This design comes from an exercise in tuning for small area, a short achievable clock period and few clock cycles per item on the open sky130 flow, not from production work.
In this exercise RTL edits were held to simulation tests only and were not proved equivalent to the original.
Power is estimated from default activity; no workload was simulated.

## run 4
==> flow/design.v (excerpt) <==
module sumset_productset_size #(
    parameter int MAX_N = 63
) (
    input  logic                                clk,
    input  logic                                rst_n,
    input  logic [((MAX_N + 7) / 8) * 8 - 1:0]  s_tdata,
    input  logic                                s_tvalid,
    output logic                                s_tready,
    output logic [ssps_pkg::OUT_TDATA_W-1:0]    m_tdata,
    output logic                                m_tvalid,
    input  logic                                m_tready,
    input  logic                                cfg_we,
    input  logic [ssps_pkg::CFG_W-1:0]          cfg_wdata
);
Size in the first run: about 5100 cells after synthesis, ~670 flip-flops, roughly 100 I/O pins, ~0.051 mm² of cells after synthesis.
Settings: LEC_CHECK=0, CAP_MARGIN=20, CORE_MARGIN=2, CORE_UTILIZATION=50, CTS_CLUSTER_DIAMETER=100, CTS_CLUSTER_SIZE=20, SETUP_SLACK_MARGIN=5.0, SLEW_MARGIN=20, SYNTH_HIERARCHICAL=1; clock period 8.0 ns.
run.sh (not shown) runs the stock make flow with config.mk's settings and CLKGATE_MAP_FILE= SYNTH_SCRIPT=/design/flow/synth_recipe.tcl, a recipe that flattens the netlist after the stock synthesis.
Testbench counts of run 4, summed over its fixed seeds: cycles 390, items 360.
## Diff of input files: run 5 against run 4
- CORE_UTILIZATION now 45, was 50
Notes after the runs:
- The flow did not stop early for run 5: all stages ran, and the layout cleared the timing, DRC and antenna checks.
- Run 4 | stages: all done | timing, DRC, antenna: all pass
- Via count of the first global-routing pass for run 5: 1.0% down relative to run 4
- Diff run 4..run 5 | detailed-router iteration count before antenna repair | unchanged
- For run 4, the worst setup path endpoint was ss2098_q2, unlike run 5, where it was ps3015_q2.
- Looking at worst-case setup slack after placement across both flows, run 5 is the stronger of the two, with run 4 trailing.
- In run 5, the initial antenna violation count came out about 15% above the value in run 4.
- Run 4 -> run 5: number of flip-flops and latches delta 0, exact match
- The lower power share of the sequential group of run 4 and run 5 is in run 5.
- Summary of run 5 over run 4: post-detailed-routing wire length moved up; share of total power in the clock network moved down.

========
Setup of oak:
sumset_productset_size, a different RTL version from the one above (not shown whole).
For scale: ~100 I/O pins, ~49000 sq um of cells after synthesis.
Settings: LEC_CHECK=0, CAP_MARGIN=20, CORE_MARGIN=2, CORE_UTILIZATION=50, SETUP_SLACK_MARGIN=4.9, SLEW_MARGIN=20, SYNTH_HIERARCHICAL=1; clock period 8.0 ns.
Testbench counts of oak, summed over its fixed seeds: cycles 390, items 360.
Inputs modified between oak and pine:
-- flow/config.mk --
<<< oak, line 7
export LEC_CHECK = 0
export CAP_MARGIN = 20
>>> pine, line 7
export LEC_CHECK = 0
export ABC_CLOCK_PERIOD_IN_PS = 3000
export CAP_MARGIN = 20
Notes after the runs:
Summary of pine over oak: effective utilization at floorplan stayed essentially flat; multi-input logic portion of the cell area stayed essentially flat.
As far as maximum fanout along the worst path goes, pine and oak are indistinguishable; the numbers are identical.
From oak to pine, met2 layer wire length in the routed design did not move at all.
Compared pine against oak; power in the clock group within noise.
As far as post-synthesis to final-layout area growth is concerned, oak and pine perform about the same.
Delta (pine minus oak): via count of the first global-routing pass closely matched the old numbers; sequential share of cell area closely matched the old numbers; mean instance size in the synthesized netlist closely matched the old numbers.
Re wire length of the first global-routing pass: no difference whatsoever between pine and oak.
As far as power after layout goes, pine and oak are indistinguishable; the numbers are identical.
[inputs] birch vs pine
-- flow/config.mk --
<<< pine, line 7
export LEC_CHECK = 0
export ABC_CLOCK_PERIOD_IN_PS = 3000
export CAP_MARGIN = 20
export CORE_MARGIN = 2
export CORE_UTILIZATION = 50
export SETUP_SLACK_MARGIN = 4.9
export SLEW_MARGIN = 20
>>> birch, line 7
export LEC_CHECK = 0
export CAP_MARGIN = 20
export CORE_MARGIN = 2
export CORE_UTILIZATION = 40
export SLEW_MARGIN = 20
[summary]
The lower largest net degree at the start of global routing came out of pine.
Going from pine to birch, share of layout cells above drive strength 1 has decreased, power attributed to combinational cells closely matched the old numbers.
Synthesis-to-finish area growth, birch and pine, lower one = birch.
| fraction of power consumed by the clock network | higher: birch |
In birch the fraction of the cycle the final worst path needs turned out 8.3 points higher than in pine.
Sort birch and pine by routing usage on met2, descending, and pine comes first.
Share of power burned in registers in birch is 0.2 points above pine.

[afterwards: timing with drivers on the ports]
How much do the figures lean on ideal ports? The routed layouts below were timed once more, with nothing changed but the port constraints. Step 1: set_driving_cell puts a clkbuf_16 on clk and a buf_2 on each other input, an assumption about the parent block. Step 2 times the ports against the registers' clock, not the clock port: input delays grow and output delays shrink by t, the midpoint of the rising clock arrivals with the driver on. a / b / c = ideal / step 1 / step 2; a / b = the first two.
run	t, ns	setup slack, ns	worst hold slack (ns)
run 4	0.768	4.799 / 4.799 / 4.490	0.338 / 0.338 / 0.338
run 5	0.778	4.785 / 4.785 / 4.412	0.323 / 0.323 / 0.323
oak	0.751	4.680 / 4.680 / 4.322	0.330 / 0.330 / 0.330
pine	0.751	4.680 / 4.680 / 4.322	0.330 / 0.330 / 0.330
birch	0.775	4.017 / 4.017 / 4.017	0.325 / 0.325 / 0.325
After both steps every run listed still meets setup and hold. For run 5, which loses most, drivers alone change the setup slack by 0.000 ns; drivers and shift together by -0.373 ns.
